From an optimization exercise on the open Yosys and OpenROAD flow, aimed at a short achievable clock period and few clock cycles per item; shortcuts taken in it are not production practice. Function was checked by simulation only, so behaviour that the tests miss may differ from the original. Power is estimated from default activity; no workload was simulated.

==> flow/config.mk <==
export PLATFORM = sky130hd
export DESIGN_NAME = cpu16_backend
export DESIGN_NICKNAME = cpu16_backend
export VERILOG_FILES = /design/flow/design.v
export SDC_FILE = /design/flow/constraint.sdc
export NUM_CORES = 4
export LEC_CHECK = 0
export CAP_MARGIN = 20
export CORE_MARGIN = 2
export CORE_UTILIZATION = 40
export PLACE_DENSITY = 0.6
export SLEW_MARGIN = 20
==> flow/constraint.sdc <==
create_clock -name core_clock -period 5.0 [get_ports {clk}]
set_input_delay 1.0000 -clock core_clock [delete_from_list [all_inputs] [get_ports {clk}]]
set_output_delay 1.0000 -clock core_clock [all_outputs]
set_load 0.01 [all_outputs]
==> flow/design.v <==
package cpu16_pkg;
    localparam int WORD_W    = 16;
    localparam int NUM_REGS  = 8;
    localparam int NUM_LANES = 2;
    localparam int MEM_WORDS = 256;
    localparam int LANE_W    = (NUM_LANES > 1) ? $clog2(NUM_LANES) : 1;
    localparam int REGVAL_W  = NUM_REGS * WORD_W;
    localparam int ISSUE_W   = 16 + 2 * WORD_W + 2;
    localparam int RESULT_W  = 16 + 2 + 2 * WORD_W;
    localparam int RETIRE_W  = 16 + 1 + WORD_W;
    typedef logic [WORD_W-1:0]   word_t;
    typedef logic [15:0]         instr_t;
    typedef logic [2:0]          reg_idx_t;
    typedef logic [7:0]          mem_addr_t;
    typedef logic [LANE_W-1:0]   lane_idx_t;
    typedef logic [REGVAL_W-1:0] regval_t;
    typedef enum logic [3:0] {
        OP_ADD = 4'h0,
        OP_SUB = 4'h1,
        OP_AND = 4'h2,
        OP_OR  = 4'h3,
        OP_XOR = 4'h4,
        OP_SHL = 4'h5,
        OP_LDI = 4'h6,
        OP_LD  = 4'h7,
        OP_NOP = 4'hf
    } opcode_t;
    typedef struct packed {
        instr_t instr;
        word_t  a;
        word_t  b;
        logic   iswb;
        logic   isld;
    } issue_t;
    typedef struct packed {
        instr_t instr;
        logic   iswb;
        logic   isld;
        word_t  aluresult;
        word_t  ldresult;
    } lane_result_t;
    typedef struct packed {
        instr_t instr;
        logic   written;
        word_t  result;
    } retire_t;
    typedef struct packed {
        logic     valid;
        reg_idx_t idx;
        word_t    value;
    } commit_t;
endpackage
`timescale 1ns/100ps
import cpu16_pkg::*;
module issue_unit
(
    input  logic                         clk,
    input  logic                         reset,
    input  logic                         in_valid,
    output logic                         in_ready,
    input  logic [15:0]                  in_instr,
    input  logic [REGVAL_W-1:0]          regval,
    input  logic                         commit_valid,
    input  logic [2:0]                   commit_idx,
    output logic [NUM_LANES-1:0]         lane_in_valid,
    input  logic [NUM_LANES-1:0]         lane_in_ready,
    output logic [NUM_LANES*ISSUE_W-1:0] lane_in
);
    logic [3:0]          op;
    logic [2:0]          rd;
    logic [2:0]          rs1;
    logic [2:0]          rs2;
    logic                use_rs1;
    logic                use_rs2;
    logic                iswb;
    logic                isld;
    logic [NUM_REGS-1:0] named;
    logic                hazard;
    logic                accept;
    logic [NUM_REGS-1:0] pending;
    logic [NUM_REGS-1:0] pending_next;
    logic [LANE_W-1:0]   rr_ptr;
    logic [LANE_W-1:0]   disp_lane;
    logic                disp_valid;
    logic [15:0]         disp_instr;
    logic [15:0]         disp_a;
    logic [15:0]         disp_b;
    logic                disp_iswb;
    logic                disp_isld;
    logic                disp_xfer;
    assign op  = in_instr[15:12];
    assign rd  = in_instr[10:8];
    assign rs1 = in_instr[7:5];
    assign rs2 = in_instr[4:2];
    always_comb begin
        use_rs1 = 1'b0;
        use_rs2 = 1'b0;
        iswb    = 1'b0;
        isld    = 1'b0;
        case (op)
            OP_ADD, OP_SUB, OP_AND, OP_OR, OP_XOR, OP_SHL: begin
                use_rs1 = 1'b1;
                use_rs2 = 1'b1;
                iswb    = 1'b1;
            end
            OP_LDI: begin
                iswb = 1'b1;
            end
            OP_LD: begin
                use_rs1 = 1'b1;
                iswb    = 1'b1;
                isld    = 1'b1;
            end
            default: begin
                iswb = 1'b0;
            end
        endcase
    end
    always_comb begin
        named = '0;
        if (use_rs1)
            named[rs1] = 1'b1;
        if (use_rs2)
            named[rs2] = 1'b1;
        if (iswb)
            named[rd] = 1'b1;
    end
    assign hazard    = |(named & pending);
    assign disp_xfer = disp_valid && lane_in_ready[disp_lane];
    assign in_ready  = !hazard && (!disp_valid || disp_xfer);
    assign accept    = in_valid && in_ready;
    always_comb begin
        pending_next = pending;
        if (commit_valid)
            pending_next[commit_idx] = 1'b0;
        if (accept && iswb)
            pending_next[rd] = 1'b1;
    end
    always_ff @(posedge clk) begin
        if (reset) begin
            pending    <= '0;
            rr_ptr     <= '0;
            disp_valid <= 1'b0;
        end else begin
            pending <= pending_next;
            if (accept) begin
                disp_valid <= 1'b1;
                if (rr_ptr == LANE_W'(NUM_LANES - 1))
                    rr_ptr <= '0;
                else
                    rr_ptr <= rr_ptr + 1'b1;
            end else if (disp_xfer) begin
                disp_valid <= 1'b0;
            end
        end
    end
    always_ff @(posedge clk) begin
        if (accept) begin
            disp_lane  <= rr_ptr;
            disp_instr <= in_instr;
            disp_a     <= regval[rs1*WORD_W +: WORD_W];
            disp_b     <= regval[rs2*WORD_W +: WORD_W];
            disp_iswb  <= iswb;
            disp_isld  <= isld;
        end
    end
    always_comb begin
        for (int i = 0; i < NUM_LANES; i++) begin
            lane_in_valid[i]              = disp_valid && (disp_lane == LANE_W'(i));
            lane_in[i*ISSUE_W +: ISSUE_W] = {disp_instr, disp_a, disp_b, disp_iswb, disp_isld};
        end
    end
endmodule
`timescale 1ns/100ps
import cpu16_pkg::*;
module exec_lane
(
    input  logic                clk,
    input  logic                reset,
    input  logic                in_valid,
    output logic                in_ready,
    input  logic [ISSUE_W-1:0]  in_op,
    output logic [7:0]          mem_addr,
    input  logic [15:0]         mem_data,
    output logic                out_valid,
    input  logic                out_ready,
    output logic [RESULT_W-1:0] out_res
);
    localparam logic [1:0] MEM_EMPTY = 2'd0;
    localparam logic [1:0] MEM_READ  = 2'd1;
    localparam logic [1:0] MEM_DONE  = 2'd2;
    logic        ex_valid;
    logic [15:0] ex_instr;
    logic [15:0] ex_a;
    logic [15:0] ex_b;
    logic        ex_iswb;
    logic        ex_isld;
    logic [15:0] alu;
    logic [1:0]  mem_state;
    logic        mem_accept;
    logic        out_xfer;
    logic [15:0] res_instr;
    logic        res_iswb;
    logic        res_isld;
    logic [15:0] res_alu;
    logic [15:0] res_ld;
    assign out_valid  = (mem_state == MEM_DONE);
    assign out_xfer   = out_valid && out_ready;
    assign mem_accept = ex_valid && (mem_state == MEM_EMPTY || out_xfer);
    assign in_ready   = !ex_valid || mem_accept;
    assign out_res    = {res_instr, res_iswb, res_isld, res_alu, res_ld};
    always_comb begin
        case (ex_instr[15:12])
            OP_ADD:  alu = ex_a + ex_b;
            OP_SUB:  alu = ex_a - ex_b;
            OP_AND:  alu = ex_a & ex_b;
            OP_OR:   alu = ex_a | ex_b;
            OP_XOR:  alu = ex_a ^ ex_b;
            OP_SHL:  alu = ex_a << ex_b[3:0];
            OP_LDI:  alu = {8'h00, ex_instr[7:0]};
            default: alu = '0;
        endcase
    end
    assign mem_addr = ex_a[7:0] + {3'b000, ex_instr[4:0]};
    always_ff @(posedge clk) begin
        if (reset) begin
            ex_valid <= 1'b0;
        end else if (in_valid && in_ready) begin
            ex_valid <= 1'b1;
        end else if (mem_accept) begin
            ex_valid <= 1'b0;
        end
    end
    always_ff @(posedge clk) begin
        if (in_valid && in_ready)
            {ex_instr, ex_a, ex_b, ex_iswb, ex_isld} <= in_op;
    end
    always_ff @(posedge clk) begin
        if (reset) begin
            mem_state <= MEM_EMPTY;
        end else if (mem_accept) begin
            mem_state <= MEM_READ;
        end else if (mem_state == MEM_READ) begin
            mem_state <= MEM_DONE;
        end else if (out_xfer) begin
            mem_state <= MEM_EMPTY;
        end
    end
    always_ff @(posedge clk) begin
        if (mem_accept) begin
            res_instr <= ex_instr;
            res_iswb  <= ex_iswb;
            res_isld  <= ex_isld;
            res_alu   <= alu;
            res_ld    <= '0;
        end else if (mem_state == MEM_READ && res_isld) begin
            res_ld <= mem_data;
        end
    end
endmodule
`timescale 1ns/100ps
import cpu16_pkg::*;
module data_mem
(
    input  logic      clk,
    input  logic [NUM_LANES*8-1:0]      addr,
    output logic [NUM_LANES*WORD_W-1:0] rdata
);
    logic [15:0] mem [0:MEM_WORDS-1];
    initial begin
        $readmemh("data_mem.hex", mem);
    end
    genvar g;
    generate
        for (g = 0; g < NUM_LANES; g++) begin : g_port
            always_ff @(posedge clk) begin
                rdata[g*WORD_W +: WORD_W] <= mem[addr[g*8 +: 8]];
            end
        end
    endgenerate
endmodule
`timescale 1ns/100ps
import cpu16_pkg::*;
module writeback_unit
(
    input  logic                          clk,
    input  logic                          reset,
    input  logic [NUM_LANES-1:0]          lane_out_valid,
    output logic [NUM_LANES-1:0]          lane_out_ready,
    input  logic [NUM_LANES*RESULT_W-1:0] lane_out,
    output logic                          retire_valid,
    input  logic                          retire_ready,
    output logic [RETIRE_W-1:0]           retire,
    output logic [REGVAL_W-1:0]           regval,
    output logic                          commit_valid,
    output logic [2:0]                    commit_idx
);
    logic [LANE_W-1:0]   drain_ptr;
    logic [RESULT_W-1:0] head;
    logic [15:0]         head_instr;
    logic                head_iswb;
    logic                head_isld;
    logic [15:0]         head_alu;
    logic [15:0]         head_ld;
    logic [15:0]         head_result;
    logic                can_take;
    logic                drain;
    logic [15:0]         regs [0:NUM_REGS-1];
    assign head        = lane_out[drain_ptr*RESULT_W +: RESULT_W];
    assign {head_instr, head_iswb, head_isld, head_alu, head_ld} = head;
    assign head_result = head_isld ? head_ld : head_alu;
    assign can_take    = !retire_valid || retire_ready;
    assign drain       = lane_out_valid[drain_ptr] && can_take;
    always_comb begin
        for (int i = 0; i < NUM_LANES; i++) begin
            lane_out_ready[i] = can_take && (drain_ptr == LANE_W'(i));
        end
    end
    assign commit_valid = drain && head_iswb;
    assign commit_idx   = head_instr[10:8];
    always_ff @(posedge clk) begin
        if (reset) begin
            drain_ptr <= '0;
        end else if (drain) begin
            if (drain_ptr == LANE_W'(NUM_LANES - 1))
                drain_ptr <= '0;
            else
                drain_ptr <= drain_ptr + 1'b1;
        end
    end
    always_ff @(posedge clk) begin
        if (reset) begin
            for (int i = 0; i < NUM_REGS; i++) begin
                regs[i] <= '0;
            end
        end else if (commit_valid) begin
            regs[commit_idx] <= head_result;
        end
    end
    always_comb begin
        for (int i = 0; i < NUM_REGS; i++) begin
            regval[i*WORD_W +: WORD_W] = regs[i];
        end
    end
    always_ff @(posedge clk) begin
        if (reset) begin
            retire_valid <= 1'b0;
        end else if (drain) begin
            retire_valid <= 1'b1;
        end else if (retire_ready) begin
            retire_valid <= 1'b0;
        end
    end
    always_ff @(posedge clk) begin
        if (drain)
            retire <= {head_instr, head_iswb, head_result};
    end
endmodule
`timescale 1ns/100ps
import cpu16_pkg::*;
module cpu16_backend
(
    input  logic    clk,
    input  logic    reset,
    input  logic    in_valid,
    output logic    in_ready,
    input  logic [15:0] in_instr,
    output logic    retire_valid,
    input  logic    retire_ready,
    output logic [32:0]  retire,
    output logic [REGVAL_W-1:0] regval
);
    logic [NUM_LANES-1:0] lane_in_valid;
    logic [NUM_LANES-1:0] lane_in_ready;
    logic [NUM_LANES*ISSUE_W-1:0]  lane_in;
    logic [NUM_LANES-1:0]          lane_out_valid;
    logic [NUM_LANES-1:0]          lane_out_ready;
    logic [NUM_LANES*RESULT_W-1:0] lane_out;
    logic [NUM_LANES*8-1:0]        mem_addr;
    logic [NUM_LANES*WORD_W-1:0]   mem_data;
    logic                          commit_valid;
    logic [2:0]                    commit_idx;
    issue_unit u_issue_unit (
        .clk           (clk),
        .reset         (reset),
        .in_valid      (in_valid),
        .in_ready      (in_ready),
        .in_instr      (in_instr),
        .regval        (regval),
        .commit_valid  (commit_valid),
        .commit_idx    (commit_idx),
        .lane_in_valid (lane_in_valid),
        .lane_in_ready (lane_in_ready),
        .lane_in       (lane_in)
    );
    genvar g;
    generate
        for (g = 0; g < NUM_LANES; g++) begin : g_lane
            exec_lane u_exec_lane (
                .clk       (clk),
                .reset     (reset),
                .in_valid  (lane_in_valid[g]),
                .in_ready  (lane_in_ready[g]),
                .in_op     (lane_in[g*ISSUE_W +: ISSUE_W]),
                .mem_addr  (mem_addr[g*8 +: 8]),
                .mem_data  (mem_data[g*WORD_W +: WORD_W]),
                .out_valid (lane_out_valid[g]),
                .out_ready (lane_out_ready[g]),
                .out_res   (lane_out[g*RESULT_W +: RESULT_W])
            );
        end
    endgenerate
    data_mem u_data_mem (
        .clk   (clk),
        .addr  (mem_addr),
        .rdata (mem_data)
    );
    writeback_unit u_writeback_unit (
        .clk            (clk),
        .reset          (reset),
        .lane_out_valid (lane_out_valid),
        .lane_out_ready (lane_out_ready),
        .lane_out       (lane_out),
        .retire_valid   (retire_valid),
        .retire_ready   (retire_ready),
        .retire         (retire),
        .regval         (regval),
        .commit_valid   (commit_valid),
        .commit_idx     (commit_idx)
    );
endmodule
==> flow/data_mem.hex <==
// one 16-bit data word per line for addresses 0 to 255
1000
1011
1022
1033
1044
1055
1066
1077
1088
1099
10aa
10bb
10cc
10dd
10ee
10ff
0000
0000
0000
0000
0000
0000
0000
0000
0000
0000
0000
0000
0000
0000
0000
0000
0000
0000
0000
0000
0000
0000
0000
0000
0000
0000
0000
0000
0000
0000
0000
0000
0000
0000
0000
0000
0000
0000
0000
0000
0000
0000
0000
0000
0000
0000
0000
0000
0000
0000
0000
0000
0000
0000
0000
0000
0000
0000
0000
0000
0000
0000
0000
0000
0000
0000
0000
0000
0000
0000
0000
0000
0000
0000
0000
0000
0000
0000
0000
0000
0000
0000
0000
0000
0000
0000
0000
0000
0000
0000
0000
0000
0000
0000
0000
0000
0000
0000
0000
0000
0000
0000
0000
0000
0000
0000
0000
0000
0000
0000
0000
0000
0000
0000
0000
0000
0000
0000
0000
0000
0000
0000
0000
0000
0000
0000
0000
0000
0000
0000
0000
0000
0000
0000
0000
0000
0000
0000
0000
0000
0000
0000
0000
0000
0000
0000
0000
0000
0000
0000
0000
0000
0000
0000
0000
0000
0000
0000
0000
0000
0000
0000
0000
0000
0000
0000
0000
0000
0000
0000
0000
0000
0000
0000
0000
0000
0000
0000
0000
0000
0000
0000
0000
0000
0000
0000
0000
0000
0000
0000
0000
0000
0000
0000
0000
0000
0000
0000
0000
0000
0000
0000
0000
0000
0000
0000
0000
0000
0000
0000
0000
0000
0000
0000
0000
0000
0000
0000
0000
0000
0000
0000
0000
0000
0000
0000
0000
0000
0000
0000
0000
0000
0000
0000
0000
0000
0000
0000
0000
0000
==> flow/run.sh <==
#!/bin/bash
# synth_recipe.tcl (not shown) runs the flow's synth.tcl, then flattens the netlist and writes it again
# the make line also repeats each setting of config.mk as NAME=value (left out here)
make -C /OpenROAD-flow-scripts/flow DESIGN_CONFIG=/design/flow/config.mk WORK_HOME=/design/flow/orfs CLKGATE_MAP_FILE= SYNTH_SCRIPT=/design/flow/synth_recipe.tcl finish
==> run summary <==
==> where the power goes <==
part / leakage (uW) / internal [uW] / switching [uW]
Clock: 0.000763 / 2120 / 1410
Sequential: 0.00398 / 3970 / 141
Combinational: 0.00513 / 367 / 479
Total: 0.00987 / 6460 / 2030
==> critical path, delay by kind of cell <==
family	cells	cell delay (ps)
simple gates	2	400
compound gates	3	830
fa+ha+maj	1	270
buf+inv	4	1230
==> stage by stage <==
stage | cells | cell area, um2 | hold WS, ps
floorplan | 1762 | 21900 | 400
global placement | 2614 | 24700 | 401
detailed placement | 2615 | 24700 | 405
CTS | 2698 | 26200 | 415
global route | 2698 | 26300 | 417
finish | 2698 | 26300 | 414
==> state kept, by name, summed over array words and instances (netlist names), 4 cells and up <==
signal and flops:
g_lane.u_exec_lane.ex_instr 32, u_issue_unit.disp_instr 16, u_issue_unit.disp_b 16, u_writeback_unit.retire 33, g_lane.u_exec_lane.mem_state 4, g_lane.u_exec_lane.res_instr 32, u_data_mem.rdata 10, g_lane.u_exec_lane.ex_b 32
u_issue_unit.pending 8, u_issue_unit.disp_a 16, g_lane.u_exec_lane.ex_a 32, u_writeback_unit.regs 128, g_lane.u_exec_lane.res_alu 32, g_lane.u_exec_lane.res_ld 10
==> routing by layer <==
metal  up-vias  wire length (um)  global-route usage (%)
li1       6986                 -                       -
met1      7695             29100                    31.8
met2       536             30700                    37.7
met3        86              4900                    5.67
met4         0              1410                    5.97
met5         -                 0                       0
==> logic make-up (layout without fill, tap and decap cells) <==
group | Yosys count | count (layout)
adders and majority gates | 126 | 126
muxes | 173 | 173
AOI/OAI and AO/OA | 323 | 323
and+or+nand+nor | 453 | 453
xor gates and xnor gates | 62 | 62
buffers and inverters | 207 | 447
DFF | 418 | 418
==> area by class of cell <==
type	instances	area, um2
Multi-Input combinational cell	1137	8960
Fill cell	4731	27700
Sequential cell	418	12200
Clock buffer	51	1180
Tap cell	696	871
Clock inverter	32	394
Inverter	135	507
Timing Repair Buffer	229	2170
==> worst max path at each step <==
stage                      startpoint                      to  slack [ps]  depth (start not counted)
after global placement    in_instr[8]                in_ready         250                         10
after detailed placement  in_instr[8]                in_ready         280                         10
after global routing      in_instr[8]                in_ready         140                         10
after CTS                 in_instr[8]                in_ready         290                         10
after floorplan           in_instr[2]  u_issue_unit.disp_a[0]         180                         12
final                     in_instr[8]                in_ready         260                         10
==> cell usage in the layout (no fill, tap or decap), drive strengths merged, types with 19 or more instances in the layout <==
cell type / n
nor2: 221
xnor2: 43
o21ai: 93
nand2: 90
a22oi: 29
mux2: 52
mux2i: 54
dfxtp: 38
nor3: 27
nand3: 28
clkbuf: 51
nand2b: 21
buf: 51
inv: 136
mux4: 67
a21oi: 61
ha: 122
clkinv: 20
clkdlybuf4s50: 178
edfxtp: 380
xor2: 19
==> qor.txt <==
Status = timing/DRC/antenna clean
Critical Path Fanout Max = 5
Highest clock rate = 0.211 GHz
H-tree depth = 2
Final setup margin = 263 ps
Synth area leader = edfxtp_1
Cell area after synthesis = 21900 um2
Rows = 85
DRT antenna net count = 0
Complex-gate fraction of the synthesized area = 9.69%
Tot Pwr = 8490 uW
Final Net Count = 2113
Vias in the first global route = 15.6k
Critical setup path kind = input port to primary output
CP Cell Sequence = clkdlybuf4s50_1, inv_1, ha_1, and2_1, o21ai_1, o221ai_1, a2111oi_2, nand4_1, inv_1, clkdlybuf4s50_1
Pleak = 0.00987 uW
Die area = 56600 um2
DRT Pass-1 Iters = 5
Post-synthesis xor/xnor area fraction = 2.48%
Register area share after synthesis = 55.6%
Worst skew pair latency = 590 ps
Crit-path max cell delay = 560 ps
Adder-Cell Fraction of Synth Area = 7.34%
Synth Register Bits = 418
RSZ-0062 raised after global routing = no
Area contributors post-synth = edfxtp_1 52%, ha_1 7.0%, mux4_2 6.9%, nor2_1 3.8%, dfxtp_1 3.5%
Mux contribution to synthesized area = 12.0%
Cts hold-fix bufs = 0
IO Pins = 183
Max-slew violations = 0
Worst hold stages = 0
Slew margin rel. = 22.9%
Final hold violations = 0
CP Data Required Time = 4000 ps
Worst R2R Setup Slack = 860 ps
GPL Wtd Cong = 0.928
CP Capture Type = primary output
Largest family of logic cells by synthesized area = multiplexers
YS warnings = 4
Initial antenna violation count = 0
Pwr/cell area = 323 nW/um2
Worst R2R Start = g_lane[0].u_exec_lane.ex_instr[13]
Utilization after layout = 48.7%
Setup TNS = 0 ps
N_diodes = 0
Hold Path Origin = g_lane[1].u_exec_lane.ex_iswb
Dpl hpwl = 49600 um
First-pass GRT wire length = 99600 um
Post-CTS sizing = 0
Pin count of the biggest net entering global routing = 51
Hold EP = g_lane[1].u_exec_lane.res_iswb
Worst r2r dst = g_lane[0].u_exec_lane.res_alu[15]
Worst-Margin Slew = 1160 ps
Total congestion overflow = 0
Die Span Y = 238 um
Drt total wl = 66100 um
Root buffer cell = clkbuf_16
# clock sinks = 418
Worst path slowest cell = clkdlybuf4s50_1
Avg Cell Area, Syn = 12.4 um2
Pre-CTS setup slack = 284 ps
Critical Path AT = 3740 ps
Synth top cells by count = 380 x edfxtp_1, 221 x nor2_1, 134 x inv_1
Clock slew at reported path FFs = 60 ps
Post-route DRC = 0
Longest Clk Path Bufs = 3
Die Span X = 238 um
Peak VDD IR = 270 uV
Cells after Synth = 1762
Syn_nets = 1908
Final Critical Period = 4740 ps
CTS tree = yes
Number of synthesized flops with an enable pin = 380
Total number of vias = 15.3k
Clock buffer count from CTS = 46
Drt via density = 5.67
Top-count cell post-synth = edfxtp_1
Area Overhead vs Synth = 19.9%
Post-synthesis simple-gate area fraction = 9.23%
Max-cap check violation count = 0
Startpoint Class = input port
1st-iter DRT viols = 1265
Predominant post-synthesis flop cell = edfxtp_1
All-Layer GR Usage = 23.4%
Layout cells sized above 1 = 13.0%
Async SR Flop Fraction = 0%
CORE AREA = 53900 um2
# Post-CTS Setup Buffers = 0
Reg2reg path depth = 12
Distinct cells, synth = 66
Worst hold-check path type = flip-flop to flip-flop
Share of the synthesized area in the top cell type = 52.1%
Starting density of the core = 40.6%
Setup Skew = 13.7 ps
Final setup viols = 0
Final cycle utilization of the critical path = 94.7%
Routed len/inst = 24.5 um
Quantity of I/O buffers inserted on ports = 182
Testbench counts, summed over its fixed seeds: cycles 8,309, instructions 3,200.

## separate check: timing with driven ports
In the flow no input, the clock included, has a driving cell. The finished layout below was timed again as built, in two steps.
Step 1, drivers: a clkbuf_16 drives clk and a buf_2 each remaining input, both assumed.
Step 2 adds t to the input delays and takes it off the output delays; t is the mean of the earliest and latest rising clock arrival at the registers after step 1. Input paths then give back, and output paths get back, about the clock's delay inside the block.
a / b / c = ideal / step 1 / step 2; a / b = the first two.
t (ns): 0.641
slack for setup (ns): 0.263 / 0.237 / 0.237
hold WS [ns]: 0.414 / 0.414 / 0.414
clock arrival spread, ns: 0.015 / 0.015
After both steps setup and hold are still met in this run. For this run, drivers alone change the setup slack by -0.026 ns; drivers and shift together by -0.026 ns.
